From an optimization exercise on the open Yosys and OpenROAD flow, aimed at small area, a short achievable clock period and few clock cycles; shortcuts taken in it are not production practice.
Where RTL was checked, it was by simulation tests only, not by an equivalence proof against the original.

==> inputs of trial 58 <==
Design quad_photodiode_stepper_centering, start of the top module:
module quad_photodiode_stepper_centering (
    input  logic                              aclk,
    input  logic                              aresetn,
    input  logic                              s_tvalid,
    output logic                              s_tready,
    input  logic [qpsc_pkg::IN_DATA_W-1:0]    s_tdata,   
    input  logic                              s_tuser,   
    output logic                              m_tvalid,
    input  logic                              m_tready,
    output logic [qpsc_pkg::OUT_DATA_W-1:0]   m_tdata,   
    input  logic                              cfg_we,
    input  logic [qpsc_pkg::CFG_IDX_W-1:0]    cfg_index,
    input  logic [qpsc_pkg::CFG_W-1:0]        cfg_wdata
);
    localparam int SB = qpsc_pkg::SAMPLE_BITS;
    function automatic logic booth_one(input logic [16:0] w, input int k);
        booth_one = w[2*k] ^ ((k == 0) ? 1'b0 : w[2*k-1]);
    endfunction
    function automatic logic booth_two(input logic [16:0] w, input int k);
        logic b0;
        b0 = (k == 0) ? 1'b0 : w[2*k-1];
        booth_two = (w[2*k+1] && !w[2*k] && !b0) || (!w[2*k+1] && w[2*k] && b0);
    endfunction
    logic rst_late;
    always_ff @(posedge aclk) begin
        rst_late <= !aresetn;
    end
    logic [qpsc_pkg::STEPS_W-1:0]  init_budget_reg;    
    logic [qpsc_pkg::TGT_W-1:0]    target_reg;
    logic [qpsc_pkg::TOL_W-1:0]    tol_reg;
    logic [qpsc_pkg::MOVES_W-1:0]  max_moves_reg;
    logic [qpsc_pkg::STEPS_W-1:0]  wr_budget;
    always_comb begin
        if (cfg_wdata[qpsc_pkg::STEPS_W-1:0] == '0)
            wr_budget = qpsc_pkg::STEPS_W'(1);
        else if (cfg_wdata[qpsc_pkg::STEPS_W-1:0] > qpsc_pkg::BUDGET_MAX)
            wr_budget = qpsc_pkg::BUDGET_MAX;
        else
            wr_budget = cfg_wdata[qpsc_pkg::STEPS_W-1:0];
    end
    logic wr_en;
  ...
export LEC_CHECK = 0
export CAP_MARGIN = 20
export CORE_MARGIN = 2
export CORE_UTILIZATION = 60
export CTS_CLUSTER_DIAMETER = 150
export CTS_CLUSTER_SIZE = 20
export SLEW_MARGIN = 60
export SYNTH_HIERARCHICAL = 1
export SYNTH_MINIMUM_KEEP_SIZE = 0
create_clock -name core_clock -period 12.5 [get_ports {aclk}]
run.sh (not shown) runs the stock make flow with config.mk's settings and CLKGATE_MAP_FILE= SYNTH_SCRIPT=/design/flow/synth_recipe.tcl, a recipe that flattens the netlist after the stock synthesis.
==> trial 77 (differences from trial 58) <==
--- a/flow/design.v
+++ b/flow/design.v
@@ -531,13 +531,15 @@
 `timescale 1ns / 1ps
 module qpsc_seq (
     input  logic                            aclk,
     input  logic                            rst,          
     input  logic                            fire,         
     input  logic                            start_req,
-    input  logic [1:0]                      outcome,      
+    input  logic                            no_beam,
+    input  logic                            hi,
+    input  logic                            lo,
     input  logic [qpsc_pkg::STEPS_W-1:0]    init_budget,  
     input  logic [qpsc_pkg::MOVES_W-1:0]    max_moves,
     output qpsc_pkg::qpsc_result_t          result
 );
     logic [2:0]                       status_reg, status_next;
     logic [qpsc_pkg::PHASE_W-1:0]     phase_reg, phase_next;
@@ -551,15 +553,15 @@
     always_comb begin
         moving   = (status_reg == qpsc_pkg::ST_MOVING);
         stepping = !start_req && moving;
         last     = (steps_reg[qpsc_pkg::STEPS_W-1:1] == '0);
         do_eval  = start_req || (stepping && last);
         limit    = start_req ? (max_moves == '0) : (count_reg >= max_moves);
-        off_band = outcome[1];
-        move     = off_band && !limit;
-        flip     = !start_req && (!outcome[0] != rev_reg);
+        off_band = hi || lo;
+        move     = !no_beam && off_band && !limit;
+        flip     = !start_req && (hi != rev_reg);
         halved   = {1'b0, budget_reg[qpsc_pkg::STEPS_W-1:1]};
         halved[0] = halved[0] || (budget_reg[qpsc_pkg::STEPS_W-1:1] == '0);
     end
     always_comb begin
         status_next = status_reg;
         phase_next  = phase_reg;
@@ -571,22 +573,24 @@
         if (stepping) begin
             phase_next = rev_reg ? phase_reg - 3'd1 : phase_reg + 3'd1;
             steps_next = steps_reg - qpsc_pkg::STEPS_W'(1);
             coil_next  = qpsc_pkg::coil_lookup(phase_reg);
         end
         if (do_eval) begin
-            if (!off_band)
-                status_next = outcome[0] ? qpsc_pkg::ST_ALIGNED : qpsc_pkg::ST_NOBEAM;
+            if (no_beam)
+                status_next = qpsc_pkg::ST_NOBEAM;
+            else if (!off_band)
+                status_next = qpsc_pkg::ST_ALIGNED;
             else if (limit)
                 status_next = qpsc_pkg::ST_LIMIT;
             else
                 status_next = qpsc_pkg::ST_MOVING;
             if (move) begin
                 if (flip)
                     budget_next = halved;
-                rev_next = !outcome[0];
+                rev_next = hi;
             end
             steps_next = budget_next;
             count_next = start_req ? qpsc_pkg::MOVES_W'(1) : count_reg + qpsc_pkg::MOVES_W'(1);
         end
     end
     always_ff @(posedge aclk) begin
@@ -691,25 +695,20 @@
             lo_two[k]  <= lo_under ? (k == 7) : booth_two(band_lo17, k);
             lo_negn[k] <= lo_under || band_lo17[2*k+1];
         end
     end
     logic                s0_valid;
     logic                s0_start;
-    logic [6:0]          s0_bd_lo, s0_bd_hi, s0_ac_lo, s0_ac_hi;    
     logic [SB:0]         s0_bd, s0_ac;
     logic [SB-1:0]       qa, qb, qc, qd;
     assign {qd, qc, qb, qa} = s_tdata[4*SB-1:0];
     always_ff @(posedge aclk) begin
         s0_start <= s_tuser;
-        s0_bd_lo <= {1'b0, qb[5:0]}  + {1'b0, qd[5:0]};
-        s0_bd_hi <= {1'b0, qb[11:6]} + {1'b0, qd[11:6]};
-        s0_ac_lo <= {1'b0, qa[5:0]}  + {1'b0, qc[5:0]};
-        s0_ac_hi <= {1'b0, qa[11:6]} + {1'b0, qc[11:6]};
+        s0_bd    <= {1'b0, qb} + {1'b0, qd};
+        s0_ac    <= {1'b0, qa} + {1'b0, qc};
     end
-    assign s0_bd = {s0_bd_hi, 6'b0} + 13'(s0_bd_lo);
-    assign s0_ac = {s0_ac_hi, 6'b0} + 13'(s0_ac_lo);
     logic                s1_valid;
     logic                s1_start;
     logic [13:0]         s1_sum;
     logic signed [14:0]  s1_diff;
     always_ff @(posedge aclk) begin
         s1_start <= s0_start;
@@ -736,28 +735,25 @@
         s2_hi_part <= ev_hi_part;
         s2_lo_part <= ev_lo_part;
     end
     qpsc_band_fin u_hi_fin (.part(s2_hi_part), .neg(s2_hi));
     qpsc_band_fin u_lo_fin (.part(s2_lo_part), .neg(s2_lo));
     localparam int QN = 4;            
-    logic [2:0] q [QN];               
+    logic [3:0] q [QN];               
     logic [1:0] q_wptr, q_rptr;
     logic [2:0] q_count;              
-    logic [2:0] s2_tok, head;
+    logic [3:0] s2_tok, head;
     logic       head_valid, fire;
     logic       out_valid_reg;
     logic       ready_reg;
     logic       take;
     logic [2:0] flight;               
-    assign s2_tok     = {s2_start, !s2_nobeam && (s2_hi || s2_lo), !s2_nobeam && !s2_hi};
+    assign s2_tok     = {s2_start, s2_nobeam, s2_hi, s2_lo};
     assign head       = (q_count != 3'd0) ? q[q_rptr] : s2_tok;
     assign head_valid = (q_count != 3'd0) || s2_valid;
     assign fire       = head_valid && (!out_valid_reg || m_tready);
-    logic [2:0] q_count_inc, q_count_dec;
-    assign q_count_inc = q_count + 3'(s2_valid);
-    assign q_count_dec = q_count + 3'(s2_valid) - 3'd1;
     assign s_tready = ready_reg;
     assign take     = s_tvalid && ready_reg;
     always_ff @(posedge aclk) begin
         if (s2_valid)
             q[q_wptr] <= s2_tok;
     end
@@ -775,18 +771,14 @@
         end else begin
             s0_valid      <= take;
             s1_valid      <= s0_valid;
             s2_valid      <= s1_valid;
             q_wptr        <= q_wptr + 2'(s2_valid);
             q_rptr        <= q_rptr + 2'(fire);
-            q_count       <= fire ? q_count_dec : q_count_inc;
-            case ({take, fire})
-                2'b10:   flight <= flight + 3'd1;
-                2'b01:   flight <= flight - 3'd1;
-                default: flight <= flight;
-            endcase
+            q_count       <= q_count + 3'(s2_valid) - 3'(fire);
+            flight        <= flight + 3'(take) - 3'(fire);
             case ({take, fire})
                 2'b10:   ready_reg <= (flight <= 3'(QN - 2));
                 2'b01:   ready_reg <= 1'b1;
                 default: ready_reg <= (flight <= 3'(QN - 1));
             endcase
             out_valid_reg <= fire || (out_valid_reg && !m_tready);
@@ -794,14 +786,16 @@
     end
     qpsc_pkg::qpsc_result_t result;
     qpsc_seq u_seq (
         .aclk        (aclk),
         .rst         (rst_late),
         .fire        (fire),
-        .start_req   (head[2]),
-        .outcome     (head[1:0]),
+        .start_req   (head[3]),
+        .no_beam     (head[2]),
+        .hi          (head[1]),
+        .lo          (head[0]),
         .init_budget (init_budget_reg),
         .max_moves   (max_moves_reg),
         .result      (result)
     );
     assign m_tvalid = out_valid_reg;
     assign m_tdata  = qpsc_pkg::OUT_DATA_W'({result.status, result.step_budget,
Settings changed: CORE_UTILIZATION 60 to 40, CTS_CLUSTER_DIAMETER 150 to unset, CTS_CLUSTER_SIZE 20 to unset.
==> notes.md <==
Trial 77 went through all stages and came out clean. Trial 58 produced a clean layout.
Against trial 58, the via count of trial 77 is higher by about 3%.
In trial 77 the setup slack is lower than in trial 58, by 0.49 ns.
Between trial 77 and trial 58, the lower non-clock buffer count is in trial 77 (gap 5).
In register-to-register slack, trial 77 and trial 58 hardly differ.
Of trial 58 and trial 77, trial 58 has the higher clock skew (gap 0.0043 ns).
Routed wire length: trial 77 is larger than trial 58 (about 8%).
Of trial 58 and trial 77, trial 77 has the higher cell count (gap about 10%, measured against trial 77).
Synthesized cell count is about the same in trial 58 and trial 77.
==> figures <==
Worst setup path category: trial 58 reg2out; trial 77 in2reg
Area of the multi-input gates: trial 58 0.0164 sq mm; trial 77 0.0167 sq mm
Required time worst endpoint: trial 58 10.00 ns; trial 77 12.90 ns
Area share of buffers outside the clock network: trial 58 4.31%; trial 77 3.90%
# clk buffers: trial 58 26; trial 77 46
Core ar.: trial 58 0.0407 sq mm; trial 77 0.0618 sq mm
Met1 layer usage reported by global route: trial 58 36.3%; trial 77 27.2%
Non-Clock Buffer Count: trial 58 116; trial 77 111
Seq Cell Count: trial 58 264; trial 77 266
Share of final layout cell area taken by clock buffers and inverters: trial 58 1.93%; trial 77 4.09%
Clock-pin slew reported for the worst setup and hold paths after clock tree synthesis: trial 58 0.08 ns; trial 77 0.06 ns
RePlAce Congestion: trial 58 0.938; trial 77 0.883
RR Endpoint: trial 58 s2_lo_part[2]$_DFF_P_; trial 77 s2_lo_part[4]$_DFF_P_
Number of iterations in the first detailed-routing pass: trial 58 6; trial 77 5
Worst slew margin relative to its limit: trial 58 59.7%; trial 77 62.0%
WP data arrival: trial 58 1.65 ns; trial 77 5.04 ns
Non-clock inverter total of the final layout: trial 58 216; trial 77 194
Result of the run: trial 58 timing/DRC/antenna clean; trial 77 timing/DRC/antenna clean
Testbench counts of trial 58, summed over its fixed seeds: cycles 32,256.
The RTL of trial 77 was laid out without a check of its function.

==> afterwards: timing with drivers on the ports <==
How much do the figures lean on ideal ports? The routed layouts below were timed once more, with nothing changed but the port constraints. Step 1 assumes that a clkbuf_16 drives the clock port and a buf_2 every other input. Step 2 also shifts input and output timing later by t, the mid clock arrival at the registers, as if the neighbouring blocks saw the same clock. Slacks: ideal ports / drivers / drivers and shift; pairs: ideal ports / drivers.
run | t, ns | slack for setup (ns) | worst setup path after step 2 | clock arrival spread, ns | worst slew at a driven data input, ns
trial 58 | 0.563 | 8.348 / 8.299 / 7.830 | input to register | 0.026 / 0.026 | 0.04
trial 77 | 0.586 | 7.858 / 7.894 / 7.308 | input to register | 0.023 / 0.022 | 0.05
After both steps every run listed still meets setup and hold. For trial 77, which loses most, drivers alone change the setup slack by +0.036 ns; drivers and shift together by -0.550 ns.
